Source: an optimization exercise on an open RTL-to-GDS flow (aim: small area and a short achievable clock period). Production flows keep margins and buffers that such runs may drop. The RTL was checked by simulation tests, not by an equivalence proof against the original design. The flow treats the clock pin as an ideal source, which a real chip does not have. Power and IR drop assume default switching activity.

==> inputs of build 36 <==
==> flow/design.v <==
module param_dual_port_ram #(
  parameter int DATA_WIDTH = 8,
  parameter int ADDR_WIDTH = 8,
  parameter int RDW_MODE   = 0,
  parameter int OUT_REG    = 0
) (
  input  logic                  clk,
  input  logic                  rst,
  input  logic                  wr,
  input  logic [ADDR_WIDTH-1:0] wr_addr,
  input  logic [DATA_WIDTH-1:0] d_in,
  input  logic                  rd,
  input  logic [ADDR_WIDTH-1:0] rd_addr,
  output logic [DATA_WIDTH-1:0] d_out,
  output logic                  rd_valid,
  output logic                  busy
);
  localparam int DEPTH = 1 << ADDR_WIDTH;
  localparam int W = DATA_WIDTH;
  localparam int LB = 4;             
  localparam int NC = 1 << LB;       
  logic [W-1:0]          mem [DEPTH];
  logic                  busy_q;
  logic [ADDR_WIDTH-1:0] wa_q;
  logic [W-1:0]          wd_q;
  logic                  wv_q;
  logic [W-1:0]          cand_n [NC];     
  logic [NC-1:0]         rl_n;             
  logic                  hit;
  logic [W-1:0]          byp;
  logic [W-1:0]          r2;
  logic                  v1, v2;
  always_ff @(posedge clk)
    if (rst) begin
      busy_q <= 1'b1;
      wa_q   <= '0;
      wd_q   <= '0;
      wv_q   <= 1'b1;
    end else if (busy_q) begin
      busy_q <= ~&wa_q;
      wa_q   <= wa_q + 1'b1;
      wd_q   <= '0;
      wv_q   <= 1'b1;
    end else begin
      wa_q   <= wr_addr;
      wd_q   <= d_in;
      wv_q   <= wr;
    end
  always_ff @(posedge clk)
    if (wv_q) mem[wa_q] <= wd_q;
  localparam int NG = DEPTH / NC;
  logic [NG-1:0] gsel;
  logic [W-1:0]  cand_nd [NC];
  always_comb
    for (int g = 0; g < NG; g++) gsel[g] = rd_addr[ADDR_WIDTH-1:LB] == (ADDR_WIDTH-LB)'(g);
  for (genvar k = 0; k < NC; k++) begin : g_cand
    for (genvar b = 0; b < W; b++) begin : g_bit
      logic [NG/2-1:0] n1;
      logic [NG/8-1:0] n2;
      for (genvar p = 0; p < NG / 2; p++) begin : g_p
        param_dual_port_ram_aoi22 u_aoi (
          .a(gsel[2*p]), .b(mem[(2*p)*NC + k][b]),
          .c(gsel[2*p+1]), .d(mem[(2*p+1)*NC + k][b]), .y(n1[p]));
      end
      for (genvar q = 0; q < NG / 8; q++) begin : g_q
        param_dual_port_ram_nand4 u_nand (.a(n1[4*q +: 4]), .y(n2[q]));
      end
      param_dual_port_ram_nor2 u_nor (.a(n2), .y(cand_nd[k][b]));
    end
  end
  logic hit_d;
  always_comb hit_d = wv_q && wa_q == rd_addr;
  logic [W-1:0] rsel;
  for (genvar b = 0; b < W; b++) begin : g_sel
    logic [NC-1:0]   t;
    logic [NC/4-1:0] u;
    for (genvar k = 0; k < NC; k++) begin : g_t
      param_dual_port_ram_nor2 u_t (.a({rl_n[k], cand_n[k][b]}), .y(t[k]));
    end
    for (genvar q = 0; q < NC / 4; q++) begin : g_u
      param_dual_port_ram_nor4 u_u (.a(t[4*q +: 4]), .y(u[q]));
    end
    param_dual_port_ram_nand4 u_s (.a(u), .y(rsel[b]));
  end
  always_ff @(posedge clk) begin
    for (int k = 0; k < NC; k++) cand_n[k] <= cand_nd[k];
    for (int k = 0; k < NC; k++) rl_n[k] <= hit_d || rd_addr[LB-1:0] != LB'(k);
    hit   <= hit_d;
    byp   <= wd_q;
  end
  always_ff @(posedge clk)
    if (rst) begin
      v1 <= 1'b0;
      v2 <= 1'b0;
      r2 <= '0;
    end else begin
      v1 <= rd & ~busy_q;
      v2 <= v1;
      if (v1) r2 <= rsel | (byp & {W{hit}});
    end
  assign busy     = busy_q;
  assign d_out    = r2;
  assign rd_valid = v2;
endmodule
module param_dual_port_ram_aoi22 (
  input  logic a, b, c, d,
  output logic y
);
  assign y = ~(a & b | c & d);
endmodule
module param_dual_port_ram_nand4 (
  input  logic [3:0] a,
  output logic       y
);
  assign y = ~&a;
endmodule
module param_dual_port_ram_nor2 (
  input  logic [1:0] a,
  output logic       y
);
  assign y = ~|a;
endmodule
module param_dual_port_ram_nor4 (
  input  logic [3:0] a,
  output logic       y
);
  assign y = ~|a;
endmodule
==> flow/flow/run.sh <==
#!/bin/bash
# The standard layout, with three hooks: at the end of the floorplan step
# flow/post_floorplan.tcl sets the read mux's AOI cells to their smallest
# drive; at the start of the CTS step flow/pre_cts.tcl moves the output
# registers beside their output buffers; at the end of the CTS step
# flow/post_cts.tcl rebuilds the top of the clock tree with fewer buffer
# levels. make's full output goes to make.log in the work folder; ORFS keeps
# each step's log under orfs/logs/.
set -euo pipefail
work=$(pwd)
bash standard.sh POST_FLOORPLAN_TCL="$work/flow/post_floorplan.tcl" PRE_CTS_TCL="$work/flow/pre_cts.tcl" POST_CTS_TCL="$work/flow/post_cts.tcl" finish > "$work/make.log" 2>&1
==> flow/flow/flatten_tree.tcl <==
# Rebuilds the top of the clock tree that clock_tree_synthesis made: the
# root buffer and the level below it are replaced by NQ buffers, each driven
# straight from the clock port and driving the leaf buffers of one region
# of the die. Every register still sees the same two levels. With qmaster
# and lmaster given, the region drivers and the leaf buffers are then
# rebuilt as those cells (an inverter on top and an inverting buffer at the
# leaves keep the clock's polarity), and the dummy loads CTS added to
# balance the old levels are removed.
proc replace_clock_cell { inst master } {
  set block [ord::get_db_block]
  set name [$inst getName]
  set loc [$inst getLocation]
  set in [[$inst findITerm A] getNet]
  set out [[$inst findITerm X] getNet]
  odb::dbInst_destroy $inst
  set ni [odb::dbInst_create $block $master $name]
  [$ni findITerm A] connect $in
  set o [$ni findITerm X]
  if { $o == "NULL" } { set o [$ni findITerm Y] }
  $o connect $out
  $ni setLocation [lindex $loc 0] [lindex $loc 1]
  $ni setPlacementStatus PLACED
  return $ni
}

proc flatten_clock_tree { {nq 4} {qmaster ""} {lmaster ""} } {
  set block [ord::get_db_block]
  set port [$block findBTerm clk]
  set n0 [$port getNet]

  # root buffer(s) on the port net
  set roots {}
  foreach it [$n0 getITerms] {
    if { [$it isInputSignal] } { lappend roots [$it getInst] }
  }
  if { [llength $roots] != 1 } { error "expected one root buffer, found [llength $roots]" }
  set root [lindex $roots 0]
  set n1 [[$root findITerm X] getNet]

  # mid buffers below the root, and the leaf buffers below them
  set mids {}
  foreach it [$n1 getITerms] {
    if { [$it isInputSignal] } { lappend mids [$it getInst] }
  }
  set leaves {}
  foreach m $mids {
    set mn [[$m findITerm X] getNet]
    foreach it [$mn getITerms] {
      if { [$it isInputSignal] } {
        lappend leaves $it
      }
    }
  }
  puts "flatten_clock_tree: root [$root getName], [llength $mids] mid buffers, [llength $leaves] leaf buffers"
  if { [llength $mids] < $nq } { error "fewer mid buffers than $nq" }

  # split the leaves into nq regions: first by x halves, then each by y halves
  set pts {}
  foreach it $leaves {
    set bb [[$it getInst] getBBox]
    lappend pts [list $it [expr {([$bb xMin] + [$bb xMax]) / 2}] [expr {([$bb yMin] + [$bb yMax]) / 2}]]
  }
  set groups [list $pts]
  while { [llength $groups] < $nq } {
    # split the largest group along its longer side
    set gi 0
    set best -1
    for {set i 0} {$i < [llength $groups]} {incr i} {
      if { [llength [lindex $groups $i]] > $best } { set best [llength [lindex $groups $i]]; set gi $i }
    }
    set g [lindex $groups $gi]
    set xs [lsort -integer [lmap p $g {lindex $p 1}]]
    set ys [lsort -integer [lmap p $g {lindex $p 2}]]
    set ax [expr {[lindex $xs end] - [lindex $xs 0] >= [lindex $ys end] - [lindex $ys 0] ? 1 : 2}]
    set s [lsort -integer -index $ax $g]
    set h [expr {[llength $s] / 2}]
    set groups [lreplace $groups $gi $gi [lrange $s 0 [expr {$h - 1}]] [lrange $s $h end]]
  }

  # keep nq of the mid buffers, one per group; delete the rest and the root
  set keep [lrange $mids 0 [expr {$nq - 1}]]
  set drop [lrange $mids $nq end]
  foreach it $leaves { $it disconnect }
  foreach m $mids {
    set mn [[$m findITerm X] getNet]
    [$m findITerm X] disconnect
    [$m findITerm A] disconnect
    if { $m in $drop } {
      odb::dbInst_destroy $m
      odb::dbNet_destroy $mn
    } else {
      set outnet($m) $mn
    }
  }
  [$root findITerm A] disconnect
  [$root findITerm X] disconnect
  odb::dbInst_destroy $root
  odb::dbNet_destroy $n1

  for {set i 0} {$i < $nq} {incr i} {
    set m [lindex $keep $i]
    set mn $outnet($m)
    [$m findITerm A] connect $n0
    [$m findITerm X] connect $mn
    set sx 0
    set sy 0
    set g [lindex $groups $i]
    foreach p $g {
      [lindex $p 0] connect $mn
      set sx [expr {$sx + [lindex $p 1]}]
      set sy [expr {$sy + [lindex $p 2]}]
    }
    set cx [expr {$sx / [llength $g]}]
    set cy [expr {$sy / [llength $g]}]
    $m setPlacementStatus PLACED
    $m setLocation $cx $cy
    puts "flatten_clock_tree: [$m getName] drives [llength $g] leaf buffers from ([expr {$cx / 1000.0}], [expr {$cy / 1000.0}])"
  }

  if { $qmaster eq "" } { return }
  set db [ord::get_db]
  set qm [$db findMaster $qmaster]
  set lm [$db findMaster $lmaster]
  set nleaf 0
  set ndummy 0
  foreach m $keep {
    foreach it [$outnet($m) getITerms] {
      if { ![$it isInputSignal] } { continue }
      set li [$it getInst]
      set out [$li findITerm X]
      if { $out == "NULL" } { set out [$li findITerm Y] }
      if { $out == "NULL" || [$out getNet] == "NULL" } {
        $it disconnect
        odb::dbInst_destroy $li
        incr ndummy
      } elseif { [[$li getMaster] getName] eq "sky130_fd_sc_hd__clkbuf_16" } {
        replace_clock_cell $li $lm
        incr nleaf
      } else {
        error "flatten_clock_tree: unexpected clock cell [$li getName] ([[$li getMaster] getName])"
      }
    }
    replace_clock_cell $m $qm
  }
  global_connect
  puts "flatten_clock_tree: $nq region drivers as $qmaster, $nleaf leaf buffers as $lmaster, $ndummy dummy loads removed"
}
==> flow/flow/post_cts.tcl <==
# Runs at the end of ORFS's CTS step (POST_CTS_TCL): replaces the top two
# levels of the clock tree by four buffers driven from the clock port (see
# flatten_tree.tcl), legalizes them and repairs timing for the new tree.
source [file join [file dirname [info script]] flatten_tree.tcl]
flatten_clock_tree 4
estimate_parasitics -placement
set result [catch { detailed_placement } msg]
if { $result != 0 } { error "Detailed placement failed after flattening the clock tree: $msg" }
estimate_parasitics -placement
report_clock_latency
repair_timing_helper
set result [catch { detailed_placement } msg]
if { $result != 0 } { error "Detailed placement failed after repair: $msg" }
check_placement -verbose
estimate_parasitics -placement
report_clock_latency
report_worst_slack
==> flow/flow/post_floorplan.tcl <==
# Runs at the end of ORFS's floorplan step (POST_FLOORPLAN_TCL): synthesis
# maps the read mux's two-pair AOI cells at drive 2; set them to drive 1
# (same cell, same pins, smaller). Timing repair later in the flow sizes up
# the ones that need it.
set db [ord::get_db]
set small [$db findMaster sky130_fd_sc_hd__a22oi_1]
set n 0
foreach inst [[ord::get_db_block] getInsts] {
  if { [[$inst getMaster] getName] eq "sky130_fd_sc_hd__a22oi_2" } {
    if { ![$inst swapMaster $small] } { error "could not resize [$inst getName]" }
    incr n
  }
}
puts "post_floorplan: $n a22oi_2 cells set to a22oi_1"
==> flow/flow/pre_cts.tcl <==
# Runs at the start of ORFS's CTS step (PRE_CTS_TCL): puts each register that
# drives an output port's buffer right beside that buffer, together with the
# other cells its output feeds (its hold logic), so the register's output
# wire is short, then legalizes the placement. CTS then clusters those
# registers where they now are.
proc place_output_registers { } {
  set block [ord::get_db_block]
  set moved 0
  foreach bt [$block getBTerms] {
    if { [$bt getIoType] ne "OUTPUT" } { continue }
    set net [$bt getNet]
    if { $net == "NULL" } { continue }
    set buf ""
    foreach it [$net getITerms] {
      if { [$it isOutputSignal] } { set buf [$it getInst] }
    }
    if { $buf eq "" } { continue }
    set in [[$buf findITerm A] getNet]
    if { $in == "NULL" } { continue }
    foreach it [$in getITerms] {
      if { ![$it isOutputSignal] } { continue }
      set reg [$it getInst]
      if { ![string match "sky130_fd_sc_hd__df*" [[$reg getMaster] getName]] } { continue }
      set bl [$buf getLocation]
      set bb [$buf getBBox]
      # one row in from the buffer, towards the core's centre
      set die [$block getDieArea]
      set cy [expr {([$die yMin] + [$die yMax]) / 2}]
      set cx [expr {([$die xMin] + [$die xMax]) / 2}]
      set h [expr {[$bb yMax] - [$bb yMin]}]
      set w [expr {[$bb xMax] - [$bb xMin]}]
      set x [lindex $bl 0]
      set y [lindex $bl 1]
      set dx [expr {abs($x - $cx)}]
      set dy [expr {abs($y - $cy)}]
      if { $dy >= $dx } {
        set y [expr {$y < $cy ? $y + $h : $y - $h}]
      } else {
        set x [expr {$x < $cx ? $x + $w : $x - $w}]
      }
      $reg setLocation $x $y
      foreach it2 [[[$reg findITerm Q] getNet] getITerms] {
        set c [$it2 getInst]
        if { $c ne $reg && $c ne $buf && [$it2 isInputSignal] } { $c setLocation $x $y }
      }
      incr moved
      puts "place_output_registers: [$reg getName] next to [$buf getName] ([$bt getName])"
    }
  }
  puts "place_output_registers: moved $moved registers"
}

place_output_registers
set result [catch { detailed_placement } msg]
if { $result != 0 } { error "Detailed placement failed after moving the output registers: $msg" }
estimate_parasitics -placement
==> flow/standard.sh <==
#!/bin/bash
# synth_recipe.tcl (not shown) runs the flow's synth.tcl, then flattens the netlist and writes it again
# the make line also repeats each setting of config.mk as NAME=value (left out here)
make -C /OpenROAD-flow-scripts/flow DESIGN_CONFIG=/design/flow/config.mk WORK_HOME=/design/flow/orfs CLKGATE_MAP_FILE= SYNTH_SCRIPT=/design/flow/synth_recipe.tcl "${@:-finish}"
==> flow/config.mk <==
export PLATFORM = sky130hd
export DESIGN_NAME = param_dual_port_ram
export DESIGN_NICKNAME = param_dual_port_ram
export VERILOG_FILES = /design/flow/design.v
export SDC_FILE = /design/flow/constraint.sdc
export NUM_CORES = 4
export LEC_CHECK = 0
export CAP_MARGIN = 20
export CORE_MARGIN = 2
export CORE_UTILIZATION = 45
export CTS_CLUSTER_DIAMETER = 100
export CTS_CLUSTER_SIZE = 26
export SETUP_SLACK_MARGIN = 2.0
export SLEW_MARGIN = 20
export SYNTH_HIERARCHICAL = 1
export SYNTH_MINIMUM_KEEP_SIZE = 0
==> flow/constraint.sdc <==
create_clock -name core_clock -period 4.0 [get_ports {clk}]
set_input_delay 0.8000 -clock core_clock [delete_from_list [all_inputs] [get_ports {clk}]]
set_output_delay 0.8000 -clock core_clock [all_outputs]
set_load 0.01 [all_outputs]
==> trial 61 (differences from build 36) <==
--- a/flow/design.v
+++ b/flow/design.v
@@ -19,9 +19,11 @@
   localparam int W = DATA_WIDTH;
-  localparam int LB = 4;             
-  localparam int NC = 1 << LB;       
+  localparam int LB = 4;                 
+  localparam int NC = 1 << LB;           
+  localparam int HB = ADDR_WIDTH - LB;   
+  localparam int NGW = 1 << HB;          
   logic [W-1:0]          mem [DEPTH];
   logic                  busy_q;
-  logic [ADDR_WIDTH-1:0] wa_q;
-  logic [W-1:0]          wd_q;
-  logic                  wv_q;
+  logic [NGW-1:0]        wh_n;             
+  logic [NC-1:0]         wl_n;             
+  logic [W-1:0]          wd_q;             
   logic [W-1:0]          cand_n [NC];     
@@ -35,17 +37,18 @@
       busy_q <= 1'b1;
-      wa_q   <= '0;
+      wh_n   <= {{(NGW-1){1'b1}}, 1'b0};
+      wl_n   <= {{(NC-1){1'b1}}, 1'b0};
       wd_q   <= '0;
-      wv_q   <= 1'b1;
     end else if (busy_q) begin
-      busy_q <= ~&wa_q;
-      wa_q   <= wa_q + 1'b1;
+      busy_q <= wh_n[NGW-1] | wl_n[NC-1];
+      wl_n   <= {wl_n[NC-2:0], wl_n[NC-1]};
+      if (!wl_n[NC-1]) wh_n <= {wh_n[NGW-2:0], wh_n[NGW-1]};
       wd_q   <= '0;
-      wv_q   <= 1'b1;
     end else begin
-      wa_q   <= wr_addr;
+      for (int g = 0; g < NGW; g++) wh_n[g] <= !wr || wr_addr[ADDR_WIDTH-1:LB] != HB'(g);
+      for (int k = 0; k < NC; k++) wl_n[k] <= wr_addr[LB-1:0] != LB'(k);
       wd_q   <= d_in;
-      wv_q   <= wr;
     end
   always_ff @(posedge clk)
-    if (wv_q) mem[wa_q] <= wd_q;
+    for (int i = 0; i < DEPTH; i++)
+      if (!(wh_n[i / NC] || wl_n[i % NC])) mem[i] <= wd_q;
   localparam int NG = DEPTH / NC;
@@ -71,7 +74,9 @@
   logic hit_d;
-  always_comb hit_d = wv_q && wa_q == rd_addr;
+  always_comb hit_d = !(wh_n[rd_addr[ADDR_WIDTH-1:LB]] || wl_n[rd_addr[LB-1:0]]);
   logic [W-1:0] rsel;
   for (genvar b = 0; b < W; b++) begin : g_sel
-    logic [NC-1:0]   t;
-    logic [NC/4-1:0] u;
+    logic [NC-1:0]   t;      
+    logic [NC/2-1:0] u1;     
+    logic [NC/4-1:0] u2;     
+    logic [NC/8-1:0] u3;     
     for (genvar k = 0; k < NC; k++) begin : g_t
@@ -79,6 +84,12 @@
     end
-    for (genvar q = 0; q < NC / 4; q++) begin : g_u
-      param_dual_port_ram_nor4 u_u (.a(t[4*q +: 4]), .y(u[q]));
+    for (genvar j = 0; j < NC / 2; j++) begin : g_u1
+      param_dual_port_ram_nor2 u_u1 (.a(t[2*j +: 2]), .y(u1[j]));
     end
-    param_dual_port_ram_nand4 u_s (.a(u), .y(rsel[b]));
+    for (genvar j = 0; j < NC / 4; j++) begin : g_u2
+      param_dual_port_ram_nand2 u_u2 (.a(u1[2*j +: 2]), .y(u2[j]));
+    end
+    for (genvar j = 0; j < NC / 8; j++) begin : g_u3
+      param_dual_port_ram_nor2 u_u3 (.a(u2[2*j +: 2]), .y(u3[j]));
+    end
+    param_dual_port_ram_nand2 u_s (.a(u3), .y(rsel[b]));
   end
@@ -122,7 +133,7 @@
 endmodule
-module param_dual_port_ram_nor4 (
-  input  logic [3:0] a,
+module param_dual_port_ram_nand2 (
+  input  logic [1:0] a,
   output logic       y
 );
-  assign y = ~|a;
+  assign y = ~&a;
 endmodule
==> flow/flow/run.sh (replaced) <==
#!/bin/bash
# The standard layout, with two hooks: at the end of the floorplan step
# flow/post_floorplan.tcl sets the read mux's AOI cells to their smallest
# drive, and at the end of the CTS step flow/post_cts.tcl rebuilds the top of
# the clock tree with fewer buffer levels. make's full output goes to
# make.log in the work folder; ORFS keeps each step's log under orfs/logs/.
set -euo pipefail
work=$(pwd)
bash standard.sh POST_FLOORPLAN_TCL="$work/flow/post_floorplan.tcl" POST_CTS_TCL="$work/flow/post_cts.tcl" finish > "$work/make.log" 2>&1
SETUP_SLACK_MARGIN = 2.2   (was 2.0)
removed: flow/flow/pre_cts.tcl
==> build 84 (differences from build 36) <==
==> flow/flow/run.sh (replaced) <==
#!/bin/bash
# The standard layout, with two hooks: at the end of the floorplan step
# flow/post_floorplan.tcl sets the read mux's AOI cells to their smallest
# drive, and at the end of the CTS step flow/post_cts.tcl rebuilds the top of
# the clock tree with fewer buffer levels. make's full output goes to
# make.log in the work folder; ORFS keeps each step's log under orfs/logs/.
set -euo pipefail
work=$(pwd)
bash standard.sh POST_FLOORPLAN_TCL="$work/flow/post_floorplan.tcl" POST_CTS_TCL="$work/flow/post_cts.tcl" finish > "$work/make.log" 2>&1
removed: flow/flow/pre_cts.tcl
==> qor summary <==
| quantity | build 84 | build 36 | trial 61 |
|---|---|---|---|
| Clock Skews | 0.0312 ns | 0.0417 ns | 0.0489 ns |
| Min setup slack post-route | 1.97 ns | 1.95 ns | 1.88 ns |
| Met3 wire length | 16900 um | 18000 um | 27900 um |
| Mux cell area share after synthesis | 0.0241% | 0.0241% | 0.413% |
| Startpoint of the lowest-slack register-to-register path | cand_n[7][6] | wa_q[5] | wl_n[11] |
| Number of buffers and inverters on the critical path | 0 | 1 | 1 |
| Kind of critical path | flop to flop | flop to flop | input port to flop |
| Post-detail-place hpwl | 128000 um | 128000 um | 125000 um |
| Fill cells | 15095 | 15024 | 15040 |
| Reported combinational group power | 0.00106 W | 0.00110 W | 0.00171 W |
| Share of layout cells above drive strength 1 | 16.3% | 16.9% | 18.8% |
| Synth Area in Compound Gates | 15.6% | 15.6% | 15.8% |
| Fraction of post-synthesis cell area in the top cell type by area | 73.9% | 73.9% | 73.0% |
| Met2 WL | 103000 um | 105000 um | 117000 um |
| End of the worst register-to-register path | r2[6] | mem[177][7] | rl_n[8] |
| Outcome | no timing/DRC/antenna violations | no timing/DRC/antenna violations | no timing/DRC/antenna violations |
| Seq Cell Count | 2229 | 2229 | 2252 |
| Seq group | 0.0253 W | 0.0253 W | 0.0255 W |
| Synth-to-layout area growth | 8.30% | 9.06% | 9.79% |
| Synthesized area per cell | 19.4 um^2 | 19.4 um^2 | 18.9 um^2 |
| Final critical-path required period | 2.03 ns | 2.05 ns | 2.12 ns |
| Static power due to leakage | 29.2 nW | 29.4 nW | 26.0 nW |
| Power, Total | 0.0375 W | 0.0376 W | 0.0386 W |

[static timing again, ports no longer ideal]
The flow's constraints put no driver on any port. The routed layouts listed below were extracted and timed again, unchanged, in two steps.
Step 1 (the two cells are an assumption about what drives the block):
set clk [get_ports {clk}]
set_driving_cell -lib_cell sky130_fd_sc_hd__clkbuf_16 $clk
set_driving_cell -lib_cell sky130_fd_sc_hd__buf_2 [delete_from_list [all_inputs] $clk]
Step 2 also shifts input and output timing later by t, the mid clock arrival at the registers, as if the neighbouring blocks saw the same clock.
Slacks: ideal ports / drivers / drivers and shift; pairs: ideal ports / drivers.
run | t (ns) | slack for setup (ns) | clock arrival spread, ns
build 36 | 0.780 | 1.950 / 1.930 / 1.368 | 0.045 / 0.045
trial 61 | 0.800 | 1.881 / 1.822 / 1.102 | 0.060 / 0.060
build 84 | 0.801 | 1.970 / 1.925 / 1.338 | 0.038 / 0.039
After both steps setup and hold are still met in every run listed. For trial 61, which loses most, drivers alone change the setup slack by -0.059 ns; drivers and shift together by -0.779 ns.
